Source: an optimization exercise on an open RTL-to-GDS flow (aim: small area and a short achievable clock period). Production flows keep margins and buffers that such runs may drop.
In this exercise RTL edits were held to simulation tests only and were not proved equivalent to the original.
The flow treats the clock pin as an ideal source. Dropping or thinning the clock tree relies on that and would not hold on a real chip.
Power is estimated from default activity; no workload was simulated.

## sobel_filter
module sobel_filter #(
    parameter int IMG_WIDTH  = 128,
    parameter int IMG_HEIGHT = 128
) (
    input  logic       clk,
    input  logic       rst,
    input  logic [7:0] pixel_data,
    output logic [7:0] edge_pixel,
    output logic       edge_valid
);
    localparam int W    = IMG_WIDTH;
    localparam int FULL = 2 * IMG_WIDTH + 2;
    localparam int CW   = $clog2(FULL + 1);
    localparam int L    = 2 * W - 1;
    generate
        if (IMG_WIDTH < 8 || IMG_WIDTH > 1024 || IMG_HEIGHT < 1) begin : g_bad_param
            $error("sobel_filter: IMG_WIDTH must be 8..1024 and IMG_HEIGHT positive");
        end
    endgenerate
    logic [7:0] sr [L];
    always_ff @(posedge clk) begin
        sr[0] <= pixel_data;
        for (int k = 1; k < L; k++) sr[k] <= sr[k-1];
    end
    logic [7:0] m2_q, m0_q, t0_q, t1_q, t2_q;   
    assign m2_q = sr[W - 4];
    assign m0_q = sr[W - 2];
    assign t2_q = sr[2*W - 4];
    assign t1_q = sr[2*W - 3];
    assign t0_q = sr[2*W - 2];
    logic signed [9:0] q1_a;    
    logic        [8:0] q1_b;    
  ...
Size in the first run: roughly 3300 cells after synthesis, ~2300 flip-flops, about 19 I/O pins, about 53000 µm² of cells after synthesis.
==> flow/config.mk <==
export PLATFORM = sky130hd
export DESIGN_NAME = sobel_filter
export DESIGN_NICKNAME = sobel_filter
export VERILOG_FILES = /design/flow/design.v
export SDC_FILE = /design/flow/constraint.sdc
export NUM_CORES = 4
export LEC_CHECK = 0
export ABC_CLOCK_PERIOD_IN_PS = 2000
export CAP_MARGIN = 20
export CORE_MARGIN = 2
export CORE_UTILIZATION = 70
export SETUP_SLACK_MARGIN = 3.45
export SLEW_MARGIN = 20
==> flow/constraint.sdc <==
create_clock -name core_clock -period 5.8 [get_ports {clk}]
set_input_delay 1.1600 -clock core_clock [delete_from_list [all_inputs] [get_ports {clk}]]
set_output_delay 1.1600 -clock core_clock [all_outputs]
set_load 0.01 [all_outputs]
standard.sh (not shown) runs the stock make flow with config.mk's settings and CLKGATE_MAP_FILE= SYNTH_SCRIPT=/design/flow/synth_recipe.tcl, a recipe that flattens the netlist after the stock synthesis.
==> flow/flow/run.sh <==
#!/bin/bash
# The standard layout, with the clock tree built by flow/cts_hook.tcl and
# regrouped after global placement repairs by flow/grt_hook.tcl.
set -euo pipefail
export PRE_CTS_TCL="$PWD/flow/cts_hook.tcl"
export POST_GLOBAL_ROUTE_TCL="$PWD/flow/grt_hook.tcl"
bash standard.sh finish > make_finish.log 2>&1
Other scripts of this flow, unchanged in this note and not shown: flow/flow/cts_hook.tcl, flow/flow/grt_hook.tcl, flow/flow/mytree.tcl
The starting point finished with timing, DRC and antenna clean.
Next try:
ABC_AREA = 1   (was unset)
CORE_UTILIZATION = 72   (was 70)
SETUP_SLACK_MARGIN = 3.5   (was 3.45)
What happened:
- design area hardly moves
- core utilization climbs by 2.0 points
- via count is higher by a few percent
- wire length rises by roughly a tenth
- final cell count goes up by a few percent
- power hardly moves
- clock skew hardly moves
- worst setup slack degrades by 0.092 ns
- first-iteration DRC count grows by a quarter to a third
- flip-flop and latch count stays the same
No run of this note takes its clock network from TritonCTS; it comes from the design's own scripts or RTL.

sobel_filter again, from the RTL that the note above started with.
==> flow/config.mk <==
export PLATFORM = sky130hd
export DESIGN_NAME = sobel_filter
export DESIGN_NICKNAME = sobel_filter
export VERILOG_FILES = /design/flow/design.v
export SDC_FILE = /design/flow/constraint.sdc
export NUM_CORES = 4
export LEC_CHECK = 0
export ABC_AREA = 1
export ABC_CLOCK_PERIOD_IN_PS = 2000
export CAP_MARGIN = 20
export CORE_MARGIN = 2
export CORE_UTILIZATION = 70
export SETUP_SLACK_MARGIN = 3.7
export SLEW_MARGIN = 20
==> flow/constraint.sdc <==
create_clock -name core_clock -period 5.8 [get_ports {clk}]
set_input_delay 1.1600 -clock core_clock [delete_from_list [all_inputs] [get_ports {clk}]]
set_output_delay 1.1600 -clock core_clock [all_outputs]
set_load 0.01 [all_outputs]
Scripts as last shown in full above: flow/flow/run.sh
Other scripts of this flow, unchanged in this note and not shown: flow/flow/cts_hook.tcl, flow/flow/grt_hook.tcl, flow/flow/mytree.tcl
Edit:
Settings changed: CORE_UTILIZATION 70 to 72, SETUP_SLACK_MARGIN 3.7 to 3.6.
After rerunning: First-iteration DRC count rose by 35%. Global-route usage rose by 2.1 points. Sequential share of layout area rose by 0.66 points. Cell area fell by 0.83%. Wire length rose by 6.6%. Via count rose by 2.3%. Core utilization rose by 1.3 points.
In every run of this note, the design's own scripts or RTL, not TritonCTS, make the clock network.

Setup of rev 12:
The RTL this note starts from:
==> flow/design.v <==
module sobel_filter #(
    parameter int IMG_WIDTH  = 128,
    parameter int IMG_HEIGHT = 128
) (
    input  logic       clk,
    input  logic       rst,
    input  logic [7:0] pixel_data,
    output logic [7:0] edge_pixel,
    output logic       edge_valid
);
    localparam int W    = IMG_WIDTH;
    localparam int FULL = 2 * IMG_WIDTH + 2;
    localparam int CW   = $clog2(FULL + 1);
    localparam int L    = 2 * W - 1;
    generate
        if (IMG_WIDTH < 8 || IMG_WIDTH > 1024 || IMG_HEIGHT < 1) begin : g_bad_param
            $error("sobel_filter: IMG_WIDTH must be 8..1024 and IMG_HEIGHT positive");
        end
    endgenerate
    logic [7:0] sr [L];
    always_ff @(posedge clk) begin
        sr[0] <= pixel_data;
        for (int k = 1; k < L; k++) sr[k] <= sr[k-1];
    end
    logic [7:0] m2_q, m0_q, t0_q, t1_q, t2_q;   
    assign m2_q = sr[W - 4];
    assign m0_q = sr[W - 2];
    assign t2_q = sr[2*W - 4];
    assign t1_q = sr[2*W - 3];
    assign t0_q = sr[2*W - 2];
    logic signed [9:0] q1_a;    
    logic        [8:0] q1_b;    
    logic        [8:0] q1_c;    
    logic signed [9:0] q1_e;    
    always_ff @(posedge clk) begin
        q1_a <= $signed({2'b00, m0_q}) - $signed({2'b00, m2_q});
        q1_b <= q1_c;    
        q1_c <= {1'b0, t1_q} + {1'b0, t2_q};
        q1_e <= $signed({2'b00, t0_q}) - $signed({2'b00, t2_q});
    end
    logic        [9:0]  q2_tsum;   
    logic signed [10:0] q2_y;      
    logic signed [10:0] q2_r;      
    logic signed [10:0] q2_qn;     
    always_ff @(posedge clk) begin
        q2_tsum <= {1'b0, q1_b} + {1'b0, q1_c};
        q2_y    <= 11'(q1_e) + (11'(q1_a) <<< 1);
        q2_r    <= $signed({2'b00, q1_c}) - 11'(q1_a);
        q2_qn   <= 11'(q1_a) + $signed({2'b00, q1_b});
    end
    logic [7:0] b0;
    assign b0 = sr[0];
    logic signed [10:0] p_x0;    
    logic signed [11:0] p_y;     
    logic signed [10:0] p_r;     
    logic signed [10:0] p_c1;    
    always_ff @(posedge clk) begin
        p_x0 <= $signed({1'b0, q2_tsum}) - $signed({3'b000, b0});
        p_y  <= 12'(q2_y) + $signed({4'b0000, b0});
        p_r  <= q2_r - $signed({3'b000, b0});
        if (q2_qn < -11'sd129)     p_c1 <= -11'sd1;
        else if (q2_qn > 11'sd639) p_c1 <= 11'sd767;
        else                       p_c1 <= q2_qn + 11'sd128;
    end
    logic [7:0] b1;
    assign b1 = sr[0];
    logic signed [10:0] t_khi;           
    logic signed [11:0] t_k1;            
    logic        [8:0]  t_k2;            
    logic signed [10:0] t_d;             
    logic        [6:0]  t_nd;            
    always_ff @(posedge clk) begin
        t_khi   <= p_c1 - $signed({3'b000, b1});
        t_k1    <= 12'(p_x0) - $signed({3'b000, b1, 1'b0});
        if (p_y < 12'sd0)        t_k2 <= 9'd0;
        else if (p_y > 12'sd256) t_k2 <= 9'd256;
        else                     t_k2 <= p_y[8:0];
        t_d     <= p_r - $signed({3'b000, b1});
        t_nd    <= b1[6:0] - p_r[6:0];
    end
    logic [6:0] i_sp, i_sn, t_vpos, t_vneg;
    always_ff @(posedge clk) begin
        i_sp   <= pixel_data[6:0] - q2_qn[6:0];           
        i_sn   <= 7'd1 + q2_qn[6:0] - pixel_data[6:0];    
        t_vpos <= pixel_data[6:0] + i_sp;                 
        t_vneg <= ~pixel_data[6:0] + i_sn;                
    end
    logic [CW-1:0] pix_cnt;
    logic          win_full;
    always_ff @(posedge clk or negedge rst) begin
        if (!rst) begin
            pix_cnt  <= '0;
            win_full <= 1'b0;
        end else begin
            if (pix_cnt != CW'(FULL)) begin
                pix_cnt <= pix_cnt + 1'b1;
            end
            win_full <= (pix_cnt == CW'(FULL));
        end
    end
    logic [7:0] p;
    assign p = sr[0];
    function automatic logic ge10(input logic [7:0] v, input logic signed [10:0] k);
        ge10 = k[10] || (k[9:8] == 2'b00 && v >= k[7:0]);
    endfunction
    function automatic logic ge11(input logic [7:0] v, input logic signed [11:0] k);
        ge11 = k[11] || (k[10:8] == 3'b000 && v >= k[7:0]);
    endfunction
    logic       sat, ge1, ge2, big, dflag;
    logic [6:0] m7, dl;
    always_comb begin
        dflag = (!t_d[10] && t_d[9:7] != 3'b000)
             || (t_d[10] && (t_d[9:7] != 3'b111 || t_d[6:0] == 7'd0));
        dl    = t_d[10] ? t_nd : t_d[6:0];                   
        sat  = dflag || ge10(p, t_khi) || (t_khi[10:9] == 2'b01)
            || (t_khi[10:8] == 3'b001 && t_khi[7:0] >= p);
        ge1  = ge11(p, t_k1);
        ge2  = ({1'b0, p} >= t_k2);
        big  = (ge1 == ge2);
        m7   = big ? (ge1 ? t_vpos : t_vneg) : dl;
    end
    always_ff @(posedge clk or negedge rst) begin
        if (!rst) begin
            edge_pixel <= '0;
            edge_valid <= 1'b0;
        end else begin
            edge_valid <= win_full;
            edge_pixel <= win_full ? (sat ? 8'hFF : {m7, 1'b0}) : 8'h00;
        end
    end
endmodule
clock: 5.8 ns
lec_check: 0
abc_clock_period_in_ps: 2000
cap_margin: 20
core_margin: 2
core_utilization: 70
setup_slack_margin: 3.8
slew_margin: 20
Scripts as last shown in full above: flow/flow/run.sh
Other scripts of this flow, unchanged in this note and not shown: flow/flow/cts_hook.tcl, flow/flow/grt_hook.tcl, flow/flow/mytree.tcl
Rev 12 completed end to end with timing, DRC and antenna clean.
Here is what was changed in the inputs of rev 13 compared with rev 12.
# rev 12
export LEC_CHECK = 0
export ABC_CLOCK_PERIOD_IN_PS = 2000
export CAP_MARGIN = 20
export CORE_MARGIN = 2
export CORE_UTILIZATION = 70
export SETUP_SLACK_MARGIN = 3.8
export SLEW_MARGIN = 20
create_clock -name core_clock -period 5.8 [get_ports {clk}]
# rev 13
export LEC_CHECK = 0
export ABC_AREA = 1
export ABC_CLOCK_PERIOD_IN_PS = 2000
export CAP_MARGIN = 20
export CORE_MARGIN = 2
export CORE_UTILIZATION = 70
export SETUP_SLACK_MARGIN = 3.6
export SLEW_MARGIN = 20
create_clock -name core_clock -period 5.8 [get_ports {clk}]
Findings:
Of rev 12 and rev 13, rev 12 shows the higher number of cells on the worst reg-to-reg path, with rev 13 below it.
Of the two values seen for capturing element of the worst setup path, edge_pixel[4]$_DFF_PN0_ was produced by rev 12 and edge_pixel[0] by rev 13.
Rev 12 tops out at a lower clock frequency than rev 13.
Rev 12 and rev 13 ended up with roughly the same simple-gate area share of the yosys netlist.
Relative to rev 12, the cell area after layout measured on rev 13 has decreased by a few percent.
Against rev 12, average size of a mapped cell in rev 13 fell by a few percent.
Taking rev 13 as 1.0, rev 12 lands at 1.09 on routed length on met1.
Row sum of net half-perimeters after detailed placement: rev 13 higher / rev 12 lower
Est. power | rev 13 vs rev 12 | rev 13 lower
Going from rev 12 to rev 13, fraction of power consumed by combinational cells shrinks by 0.7 points.
The type of the setup path with the least slack comes out flop to flop in one run and flop to primary output in the other, namely in rev 12 and rev 13 respectively.
No run of this note takes its clock network from TritonCTS; it comes from the design's own scripts or RTL.

[separate check: timing with driven ports]
The flow's constraints put no driver on any port. The routed layouts listed below were extracted and timed again, unchanged, in two steps. Step 1, drivers: a clkbuf_16 drives clk and a buf_2 each remaining input, both assumed. Step 2 also shifts input and output timing later by t, the mid clock arrival at the registers, as if the neighbouring blocks saw the same clock. Three values: ideal, step 1, step 2; two values: the first two.
| run | t (ns) | slack for setup (ns) | worst setup path at the end | cell pins on the clock port's net |
|---|---|---|---|---|
| the first run of note 1 | 0.689 | 3.387 / 3.387 / 2.990 | input to register | 4 |
| the second run of note 1 | 0.687 | 3.296 / 3.296 / 2.903 | input to register | 4 |
| the first run of note 2 | 0.685 | 3.136 / 3.136 / 3.097 | input to register | 4 |
| the second run of note 2 | 0.685 | 3.128 / 3.128 / 3.008 | input to register | 4 |
| rev 12 | 0.680 | 3.498 / 3.395 / 3.223 | input to register | 4 |
| rev 13 | 0.691 | 3.539 / 3.408 / 2.998 | input to register | 4 |
After both steps every run listed still meets setup and hold. For rev 13, which loses most, drivers alone change the setup slack by -0.131 ns; drivers and shift together by -0.541 ns.
